This design comes from an exercise in tuning for small area on the open sky130 flow, not from production work.
The RTL was checked by simulation tests, not by an equivalence proof against the original design.
Power and IR drop assume default switching activity.

==> inputs of ember <==
==> flow/design.v (excerpt) <==
module noc_router_top
(
	input  logic         clk,
	input  logic         reset,
	input  logic [1:0]   my_x,
	input  logic [1:0]   my_y,
	input  logic [479:0] in_flit,
	input  logic [4:0]   in_valid,
	output logic [4:0]   in_ready,
	output logic [479:0] out_flit,
	output logic [4:0]   out_valid,
	input  logic [4:0]   out_ready
);
==> module noc_router_top, before the edit <==
module noc_router_top
(
	input  logic         clk,
	input  logic         reset,
	input  logic [1:0]   my_x,
	input  logic [1:0]   my_y,
	input  logic [479:0] in_flit,
	input  logic [4:0]   in_valid,
	output logic [4:0]   in_ready,
	output logic [479:0] out_flit,
	output logic [4:0]   out_valid,
	input  logic [4:0]   out_ready
);
	localparam int N  = 5;
	localparam int FW = 96;
	function automatic logic [4:0] route(input logic [1:0] mx, input logic [1:0] mY,
		input logic [3:0] d);
		if (d[1:0] < mx)      route = 5'b01000;
		else if (d[1:0] > mx) route = 5'b00010;
		else if (d[3:2] < mY) route = 5'b00100;
		else if (d[3:2] > mY) route = 5'b00001;
		else                  route = 5'b10000;
	endfunction
	logic [FW-1:0] s0 [N];
	logic [FW-1:0] s1 [N];
	logic [N-1:0]  v0, v1;     
	logic [N-1:0]  p0, p1;     
	logic [N-1:0]  old1;       
	logic [N-1:0]  gnt [N];    
	logic [N-1:0]  gs;         
	logic [N-1:0]  last [N];   
	logic [N-1:0]  acc, pop0, pop1, keep0, keep1, ld0, ld1, v0_n, v1_n, old1_n, q0, q1;
	logic [4:0]    r0 [N];
	logic [4:0]    r1 [N];
	logic [N-1:0]  gnt_n [N];
	logic [N-1:0]  gs_n, fire, hold, np0, np1;
	always_comb
	begin
		for (int p = 0; p < N; p++)
			in_ready[p] = !(v0[p] && v1[p]);
		for (int o = 0; o < N; o++)
		begin
			out_valid[o] = |gnt[o];
			out_flit[o*FW +: FW] = '0;
			for (int p = 0; p < N; p++)
				out_flit[o*FW +: FW] = out_flit[o*FW +: FW] |
					({FW{gnt[o][p] && !gs[o]}} & s0[p]) | ({FW{gnt[o][p] && gs[o]}} & s1[p]);
		end
	end
	always_comb
	begin
		for (int o = 0; o < N; o++)
		begin
			fire[o] = out_valid[o] && out_ready[o];
			hold[o] = out_valid[o] && !out_ready[o];
		end
		for (int p = 0; p < N; p++)
		begin
			logic same;
			acc[p]  = in_valid[p] && in_ready[p];
			pop0[p] = 1'b0;
			pop1[p] = 1'b0;
			for (int o = 0; o < N; o++)
			begin
				pop0[p] = pop0[p] | (gnt[o][p] && !gs[o] && fire[o]);
				pop1[p] = pop1[p] | (gnt[o][p] && gs[o] && fire[o]);
			end
			keep0[p] = v0[p] && !pop0[p];
			keep1[p] = v1[p] && !pop1[p];
			ld0[p]  = acc[p] && !keep0[p];
			ld1[p]  = acc[p] && keep0[p];
			v0_n[p] = keep0[p] || ld0[p];
			v1_n[p] = keep1[p] || ld1[p];
			old1_n[p] = (keep0[p] && keep1[p]) ? old1[p] : keep1[p];
			r0[p] = route(my_x, my_y, keep0[p] ? s0[p][7:4] : in_flit[p*FW+4 +: 4]);
			r1[p] = route(my_x, my_y, keep1[p] ? s1[p][7:4] : in_flit[p*FW+4 +: 4]);
			same  = v0_n[p] && v1_n[p] && (r0[p] == r1[p]);
			q0[p] = v0_n[p] && !(keep0[p] && p0[p]) && !(same && old1_n[p]);
			q1[p] = v1_n[p] && !(keep1[p] && p1[p]) && !(same && !old1_n[p]);
		end
	end
	always_comb
	begin
		np0 = '0;
		np1 = '0;
		for (int o = 0; o < N; o++)
		begin
			logic [N-1:0] r, rs1, hi, mask, g;
			for (int p = 0; p < N; p++)
			begin
				rs1[p] = q1[p] && r1[p][o];
				r[p]   = (q0[p] && r0[p][o]) || rs1[p];
			end
			mask = '0;
			for (int p = 0; p < N; p++)
				for (int q = 0; q < p; q++)
					mask[p] = mask[p] | last[o][q];
			hi = r & mask;
			g  = (|hi) ? (hi & ~(hi - 1'b1)) : (r & ~(r - 1'b1));
			gnt_n[o] = hold[o] ? gnt[o] : g;
			gs_n[o]  = hold[o] ? gs[o] : |(g & rs1);
			np0 = np0 | (hold[o] ? '0 : (g & ~rs1));
			np1 = np1 | (hold[o] ? '0 : (g & rs1));
		end
	end
	always_ff @(posedge clk)
	begin
		for (int p = 0; p < N; p++)
		begin
			if (ld0[p])
				s0[p] <= in_flit[p*FW +: FW];
			if (ld1[p])
				s1[p] <= in_flit[p*FW +: FW];
		end
	end
	always_ff @(posedge clk)
	begin
		if (reset)
		begin
			v0   <= '0;
			v1   <= '0;
			p0   <= '0;
			p1   <= '0;
			old1 <= '0;
			gs   <= '0;
			for (int o = 0; o < N; o++)
			begin
				gnt[o]  <= '0;
				last[o] <= 5'b10000;
			end
		end
		else
		begin
			v0   <= v0_n;
			v1   <= v1_n;
			p0   <= (keep0 & p0) | np0;
			p1   <= (keep1 & p1) | np1;
			old1 <= old1_n;
			gs   <= gs_n;
			for (int o = 0; o < N; o++)
			begin
				gnt[o]  <= gnt_n[o];
				last[o] <= (!hold[o] && |gnt_n[o]) ? gnt_n[o] : last[o];
			end
		end
	end
endmodule
export LEC_CHECK = 0
export ABC_AREA = 1
export CAP_MARGIN = 20
export CELL_PAD_IN_SITES_DETAIL_PLACEMENT = 1
export CELL_PAD_IN_SITES_GLOBAL_PLACEMENT = 2
export CORE_MARGIN = 2
export CORE_UTILIZATION = 55
export PLACE_DENSITY = 0.65
export SLEW_MARGIN = 20
create_clock -name core_clock -period 9.0 [get_ports {clk}]
run.sh (not shown) runs the stock make flow with config.mk's settings and CLKGATE_MAP_FILE= SYNTH_SCRIPT=/design/flow/synth_recipe.tcl, a recipe that flattens the netlist after the stock synthesis.
==> cedar (differences from ember) <==
--- a/flow/design.v
+++ b/flow/design.v
@@ -30,4 +30,5 @@
 	logic [N-1:0]  old1;       
+	logic [N-1:0]  g0 [N];     
+	logic [N-1:0]  g1 [N];     
 	logic [N-1:0]  gnt [N];    
-	logic [N-1:0]  gs;         
 	logic [N-1:0]  last [N];   
@@ -36,4 +37,5 @@
 	logic [4:0]    r1 [N];
-	logic [N-1:0]  gnt_n [N];
-	logic [N-1:0]  gs_n, fire, hold, np0, np1;
+	logic [N-1:0]  g0_n [N];
+	logic [N-1:0]  g1_n [N];
+	logic [N-1:0]  fire, hold, np0, np1;
 	always_comb
@@ -44,2 +46,3 @@
 		begin
+			gnt[o] = g0[o] | g1[o];
 			out_valid[o] = |gnt[o];
@@ -48,3 +51,3 @@
 				out_flit[o*FW +: FW] = out_flit[o*FW +: FW] |
-					({FW{gnt[o][p] && !gs[o]}} & s0[p]) | ({FW{gnt[o][p] && gs[o]}} & s1[p]);
+					({FW{g0[o][p]}} & s0[p]) | ({FW{g1[o][p]}} & s1[p]);
 		end
@@ -66,4 +69,4 @@
 			begin
-				pop0[p] = pop0[p] | (gnt[o][p] && !gs[o] && fire[o]);
-				pop1[p] = pop1[p] | (gnt[o][p] && gs[o] && fire[o]);
+				pop0[p] = pop0[p] | (g0[o][p] && fire[o]);
+				pop1[p] = pop1[p] | (g1[o][p] && fire[o]);
 			end
@@ -101,4 +104,4 @@
 			g  = (|hi) ? (hi & ~(hi - 1'b1)) : (r & ~(r - 1'b1));
-			gnt_n[o] = hold[o] ? gnt[o] : g;
-			gs_n[o]  = hold[o] ? gs[o] : |(g & rs1);
+			g0_n[o] = hold[o] ? g0[o] : (g & ~rs1);
+			g1_n[o] = hold[o] ? g1[o] : (g & rs1);
 			np0 = np0 | (hold[o] ? '0 : (g & ~rs1));
@@ -126,6 +129,6 @@
 			old1 <= '0;
-			gs   <= '0;
 			for (int o = 0; o < N; o++)
 			begin
-				gnt[o]  <= '0;
+				g0[o]   <= '0;
+				g1[o]   <= '0;
 				last[o] <= 5'b10000;
@@ -140,7 +143,7 @@
 			old1 <= old1_n;
-			gs   <= gs_n;
 			for (int o = 0; o < N; o++)
 			begin
-				gnt[o]  <= gnt_n[o];
-				last[o] <= (!hold[o] && |gnt_n[o]) ? gnt_n[o] : last[o];
+				g0[o]   <= g0_n[o];
+				g1[o]   <= g1_n[o];
+				last[o] <= (!hold[o] && |(g0_n[o] | g1_n[o])) ? (g0_n[o] | g1_n[o]) : last[o];
 			end
==> flow/flow/run.sh (new file) <==
#!/bin/bash
set -euo pipefail
export BUFFER_PORTS_ARGS="-buffer_cell sky130_fd_sc_hd__buf_1"
export CTS_ARGS="-sink_clustering_enable -repair_clock_nets -dont_use_dummy_load -buf_list sky130_fd_sc_hd__clkbuf_8 -sink_clustering_size 14 -sink_clustering_max_diameter 60"
bash standard.sh > standard_flow.log 2>&1
==> flow/standard.sh (new file) <==
#!/bin/bash
# synth_recipe.tcl (not shown) runs the flow's synth.tcl, then flattens the netlist and writes it again
# the make line also repeats each setting of config.mk as NAME=value (left out here)
make -C /OpenROAD-flow-scripts/flow DESIGN_CONFIG=/design/flow/config.mk WORK_HOME=/design/flow/orfs CLKGATE_MAP_FILE= SYNTH_SCRIPT=/design/flow/synth_recipe.tcl "${@:-finish}"
- ABC_AREA: 1 -> 0
- CAP_MARGIN: 20 -> 10
- CELL_PAD_IN_SITES_DETAIL_PLACEMENT: 1 -> 2
- CELL_PAD_IN_SITES_GLOBAL_PLACEMENT: 2 -> 4
- CORE_UTILIZATION: 55 -> 25
- PLACE_DENSITY: 0.65 -> 0.35
- SLEW_MARGIN: 20 -> 10
removed: flow/run.sh
==> impl_metrics.py <==
metrics = {
    "run_status": {
        "outcome": "timing/DRC/antenna clean",
    },
    "synthesis": {
        "synth-compound-area-share_pct": 35.52,
        "synth.top_cell.area_share_pct": 47.12,
        "synth_area_per_cell_um2": 11.24,
        "ys_types": 95,
        "synthTopCellsByArea": "edfxtp_1, a22oi_1, a22o_1, a221oi_1, nand4_1",
        "synth_cells": 5444,
        "synthSimpleGateAreaFrac_pct": 8.796,
        "synth_commonest_cells": "a22oi_1, edfxtp_1, nand4_1",
        "synth.cell_area_um2": 61180,
        "synth_fp_nets": 5980,
    },
    "die": {
        "die_w_um": 498.7,
        "num_rows": 181,
        "die_h_um": 498.7,
    },
}
(the above is from cedar)
==> impl_metrics.py <==
metrics = {
    "run_status": {
        "outcome": "aborted with a tool error",
        "error": "[ERROR GPL-0301] Utilization 102.597 % exceeds 100%.",
        "stop_stage": "global placement without I/O",
    },
    "synthesis": {
        "synth.cell_area_um2": 62010,
        "synth_fp_nets": 7617,
    },
    "die": {
        "die_h_um": 339.8,
        "num_rows": 123,
    },
}
(the above is from ember)


==> inputs of v5 <==
==> flow/design.v <==
`timescale 1ns/1ns
`default_nettype none
module noc_router_top
(
	input  logic         clk,
	input  logic         reset,
	input  logic [1:0]   my_x,
	input  logic [1:0]   my_y,
	input  logic [479:0] in_flit,
	input  logic [4:0]   in_valid,
	output logic [4:0]   in_ready,
	output logic [479:0] out_flit,
	output logic [4:0]   out_valid,
	input  logic [4:0]   out_ready
);
	localparam int N  = 5;
	localparam int FW = 96;
	function automatic logic [4:0] route(input logic [1:0] mx, input logic [1:0] mY,
		input logic [3:0] d);
		if (d[1:0] < mx)      route = 5'b01000;
		else if (d[1:0] > mx) route = 5'b00010;
		else if (d[3:2] < mY) route = 5'b00100;
		else if (d[3:2] > mY) route = 5'b00001;
		else                  route = 5'b10000;
	endfunction
	logic [FW-1:0] s0 [N];
	logic [FW-1:0] s1 [N];
	logic [N-1:0]  v0, v1;     
	logic [N-1:0]  p0, p1;     
	logic [N-1:0]  old1;       
	logic [N-1:0]  gnt [N];    
	logic [N-1:0]  gs;         
	logic [N-1:0]  last [N];   
	logic [N-1:0]  acc, pop0, pop1, keep0, keep1, ld0, ld1, v0_n, v1_n, old1_n, q0, q1;
	logic [4:0]    r0 [N];
	logic [4:0]    r1 [N];
	logic [N-1:0]  gnt_n [N];
	logic [N-1:0]  gs_n, fire, hold, np0, np1;
	always_comb
	begin
		for (int p = 0; p < N; p++)
			in_ready[p] = !(v0[p] && v1[p]);
		for (int o = 0; o < N; o++)
		begin
			out_valid[o] = |gnt[o];
			out_flit[o*FW +: FW] = '0;
			for (int p = 0; p < N; p++)
				out_flit[o*FW +: FW] = out_flit[o*FW +: FW] |
					({FW{gnt[o][p] && !gs[o]}} & s0[p]) | ({FW{gnt[o][p] && gs[o]}} & s1[p]);
		end
	end
	always_comb
	begin
		for (int o = 0; o < N; o++)
		begin
			fire[o] = out_valid[o] && out_ready[o];
			hold[o] = out_valid[o] && !out_ready[o];
		end
		for (int p = 0; p < N; p++)
		begin
			logic same;
			acc[p]  = in_valid[p] && in_ready[p];
			pop0[p] = 1'b0;
			pop1[p] = 1'b0;
			for (int o = 0; o < N; o++)
			begin
				pop0[p] = pop0[p] | (gnt[o][p] && !gs[o] && fire[o]);
				pop1[p] = pop1[p] | (gnt[o][p] && gs[o] && fire[o]);
			end
			keep0[p] = v0[p] && !pop0[p];
			keep1[p] = v1[p] && !pop1[p];
			ld0[p]  = acc[p] && !keep0[p];
			ld1[p]  = acc[p] && keep0[p];
			v0_n[p] = keep0[p] || ld0[p];
			v1_n[p] = keep1[p] || ld1[p];
			old1_n[p] = (keep0[p] && keep1[p]) ? old1[p] : keep1[p];
			r0[p] = route(my_x, my_y, keep0[p] ? s0[p][7:4] : in_flit[p*FW+4 +: 4]);
			r1[p] = route(my_x, my_y, keep1[p] ? s1[p][7:4] : in_flit[p*FW+4 +: 4]);
			same  = v0_n[p] && v1_n[p] && (r0[p] == r1[p]);
			q0[p] = v0_n[p] && !(keep0[p] && p0[p]) && !(same && old1_n[p]);
			q1[p] = v1_n[p] && !(keep1[p] && p1[p]) && !(same && !old1_n[p]);
		end
	end
	always_comb
	begin
		np0 = '0;
		np1 = '0;
		for (int o = 0; o < N; o++)
		begin
			logic [N-1:0] r, rs1, hi, mask, g;
			for (int p = 0; p < N; p++)
			begin
				rs1[p] = q1[p] && r1[p][o];
				r[p]   = (q0[p] && r0[p][o]) || rs1[p];
			end
			mask = '0;
			for (int p = 0; p < N; p++)
				for (int q = 0; q < p; q++)
					mask[p] = mask[p] | last[o][q];
			hi = r & mask;
			g  = (|hi) ? (hi & ~(hi - 1'b1)) : (r & ~(r - 1'b1));
			gnt_n[o] = hold[o] ? gnt[o] : g;
			gs_n[o]  = hold[o] ? gs[o] : |(g & rs1);
			np0 = np0 | (hold[o] ? '0 : (g & ~rs1));
			np1 = np1 | (hold[o] ? '0 : (g & rs1));
		end
	end
	always_ff @(posedge clk)
	begin
		for (int p = 0; p < N; p++)
		begin
			if (ld0[p])
				s0[p] <= in_flit[p*FW +: FW];
			if (ld1[p])
				s1[p] <= in_flit[p*FW +: FW];
		end
	end
	always_ff @(posedge clk)
	begin
		if (reset)
		begin
			v0   <= '0;
			v1   <= '0;
			p0   <= '0;
			p1   <= '0;
			old1 <= '0;
			gs   <= '0;
			for (int o = 0; o < N; o++)
			begin
				gnt[o]  <= '0;
				last[o] <= 5'b10000;
			end
		end
		else
		begin
			v0   <= v0_n;
			v1   <= v1_n;
			p0   <= (keep0 & p0) | np0;
			p1   <= (keep1 & p1) | np1;
			old1 <= old1_n;
			gs   <= gs_n;
			for (int o = 0; o < N; o++)
			begin
				gnt[o]  <= gnt_n[o];
				last[o] <= (!hold[o] && |gnt_n[o]) ? gnt_n[o] : last[o];
			end
		end
	end
endmodule
`default_nettype wire
==> flow/run.sh <==
#!/bin/bash
# synth_recipe.tcl (not shown) runs the flow's synth.tcl, then flattens the netlist and writes it again
# the make line also repeats each setting of config.mk as NAME=value (left out here)
make -C /OpenROAD-flow-scripts/flow DESIGN_CONFIG=/design/flow/config.mk WORK_HOME=/design/flow/orfs CLKGATE_MAP_FILE= SYNTH_SCRIPT=/design/flow/synth_recipe.tcl finish
==> flow/config.mk <==
export PLATFORM = sky130hd
export DESIGN_NAME = noc_router_top
export DESIGN_NICKNAME = noc_router_top
export VERILOG_FILES = /design/flow/design.v
export SDC_FILE = /design/flow/constraint.sdc
export NUM_CORES = 4
export LEC_CHECK = 0
export CAP_MARGIN = 20
export CELL_PAD_IN_SITES_DETAIL_PLACEMENT = 2
export CELL_PAD_IN_SITES_GLOBAL_PLACEMENT = 4
export CORE_MARGIN = 2
export CORE_UTILIZATION = 22
export PLACE_DENSITY = 0.35
export SLEW_MARGIN = 20
==> flow/constraint.sdc <==
create_clock -name core_clock -period 9.0 [get_ports {clk}]
set_input_delay 1.8000 -clock core_clock [delete_from_list [all_inputs] [get_ports {clk}]]
set_output_delay 1.8000 -clock core_clock [all_outputs]
set_load 0.01 [all_outputs]
==> v8 (differences from v5) <==
--- a/flow/design.v
+++ b/flow/design.v
@@ -28,25 +28,28 @@
 	logic [N-1:0]  v0, v1;     
 	logic [N-1:0]  p0, p1;     
 	logic [N-1:0]  old1;       
+	logic [N-1:0]  g0 [N];     
+	logic [N-1:0]  g1 [N];     
 	logic [N-1:0]  gnt [N];    
-	logic [N-1:0]  gs;         
 	logic [N-1:0]  last [N];   
 	logic [N-1:0]  acc, pop0, pop1, keep0, keep1, ld0, ld1, v0_n, v1_n, old1_n, q0, q1;
 	logic [4:0]    r0 [N];
 	logic [4:0]    r1 [N];
-	logic [N-1:0]  gnt_n [N];
-	logic [N-1:0]  gs_n, fire, hold, np0, np1;
+	logic [N-1:0]  g0_n [N];
+	logic [N-1:0]  g1_n [N];
+	logic [N-1:0]  fire, hold, np0, np1;
 	always_comb
 	begin
 		for (int p = 0; p < N; p++)
 			in_ready[p] = !(v0[p] && v1[p]);
 		for (int o = 0; o < N; o++)
 		begin
+			gnt[o] = g0[o] | g1[o];
 			out_valid[o] = |gnt[o];
 			out_flit[o*FW +: FW] = '0;
 			for (int p = 0; p < N; p++)
 				out_flit[o*FW +: FW] = out_flit[o*FW +: FW] |
-					({FW{gnt[o][p] && !gs[o]}} & s0[p]) | ({FW{gnt[o][p] && gs[o]}} & s1[p]);
+					({FW{g0[o][p]}} & s0[p]) | ({FW{g1[o][p]}} & s1[p]);
 		end
 	end
 	always_comb
@@ -64,8 +67,8 @@
 			pop1[p] = 1'b0;
 			for (int o = 0; o < N; o++)
 			begin
-				pop0[p] = pop0[p] | (gnt[o][p] && !gs[o] && fire[o]);
-				pop1[p] = pop1[p] | (gnt[o][p] && gs[o] && fire[o]);
+				pop0[p] = pop0[p] | (g0[o][p] && fire[o]);
+				pop1[p] = pop1[p] | (g1[o][p] && fire[o]);
 			end
 			keep0[p] = v0[p] && !pop0[p];
 			keep1[p] = v1[p] && !pop1[p];
@@ -99,8 +102,8 @@
 					mask[p] = mask[p] | last[o][q];
 			hi = r & mask;
 			g  = (|hi) ? (hi & ~(hi - 1'b1)) : (r & ~(r - 1'b1));
-			gnt_n[o] = hold[o] ? gnt[o] : g;
-			gs_n[o]  = hold[o] ? gs[o] : |(g & rs1);
+			g0_n[o] = hold[o] ? g0[o] : (g & ~rs1);
+			g1_n[o] = hold[o] ? g1[o] : (g & rs1);
 			np0 = np0 | (hold[o] ? '0 : (g & ~rs1));
 			np1 = np1 | (hold[o] ? '0 : (g & rs1));
 		end
@@ -124,10 +127,10 @@
 			p0   <= '0;
 			p1   <= '0;
 			old1 <= '0;
-			gs   <= '0;
 			for (int o = 0; o < N; o++)
 			begin
-				gnt[o]  <= '0;
+				g0[o]   <= '0;
+				g1[o]   <= '0;
 				last[o] <= 5'b10000;
 			end
 		end
@@ -138,11 +141,11 @@
 			p0   <= (keep0 & p0) | np0;
 			p1   <= (keep1 & p1) | np1;
 			old1 <= old1_n;
-			gs   <= gs_n;
 			for (int o = 0; o < N; o++)
 			begin
-				gnt[o]  <= gnt_n[o];
-				last[o] <= (!hold[o] && |gnt_n[o]) ? gnt_n[o] : last[o];
+				g0[o]   <= g0_n[o];
+				g1[o]   <= g1_n[o];
+				last[o] <= (!hold[o] && |(g0_n[o] | g1_n[o])) ? (g0_n[o] | g1_n[o]) : last[o];
 			end
 		end
 	end
==> flow/flow/run.sh (new file) <==
#!/bin/bash
set -euo pipefail
export BUFFER_PORTS_ARGS="-buffer_cell sky130_fd_sc_hd__buf_1"
export CTS_ARGS="-sink_clustering_enable -repair_clock_nets -dont_use_dummy_load"
bash standard.sh > standard_flow.log 2>&1
==> flow/standard.sh (new file) <==
#!/bin/bash
# synth_recipe.tcl (not shown) runs the flow's synth.tcl, then flattens the netlist and writes it again
# the make line also repeats each setting of config.mk as NAME=value (left out here)
make -C /OpenROAD-flow-scripts/flow DESIGN_CONFIG=/design/flow/config.mk WORK_HOME=/design/flow/orfs CLKGATE_MAP_FILE= SYNTH_SCRIPT=/design/flow/synth_recipe.tcl "${@:-finish}"
- ABC_AREA: default -> 0
- CORE_UTILIZATION: 22 -> 25
removed: flow/run.sh
==> notes <==
In v5 the synthesized area is higher than in v8, by 11%. Between v5 and v8, the lower non-clock buffer count is in v8 (gap 39). Clock power: v5 is higher than v8 (28%). In v8 the critical path depth is higher than in v5, by 1. Total power: v8 is smaller than v5 (20%).

## separate check: timing with driven ports
In the flow no input, the clock included, has a driving cell. The finished layouts below were timed again as built, in two steps.
Step 1 sets driving cells, clkbuf_16 on the clock port and buf_2 on the other inputs (assumed; they add their load-dependent delay and slew).
Step 2 adds t to the input delays and takes it off the output delays; t is the mean of the earliest and latest rising clock arrival at the registers after step 1. Input paths then give back, and output paths get back, about the clock's delay inside the block.
a / b / c = ideal ports / drivers / drivers and shift; a / b = the first two.
run	t (ns)	setup slack, ns	worst setup path at the end	clock arrival spread, ns
cedar	1.034	2.424 / 2.363 / 1.460	input to register	0.115 / 0.114
v5	0.962	1.590 / 1.621 / 0.722	input to register	0.054 / 0.054
v8	0.888	2.316 / 2.389 / 1.501	input to register	0.084 / 0.084
After both steps every run listed still meets setup and hold. For cedar, which loses most, drivers alone change the setup slack by -0.061 ns; drivers and shift together by -0.964 ns.
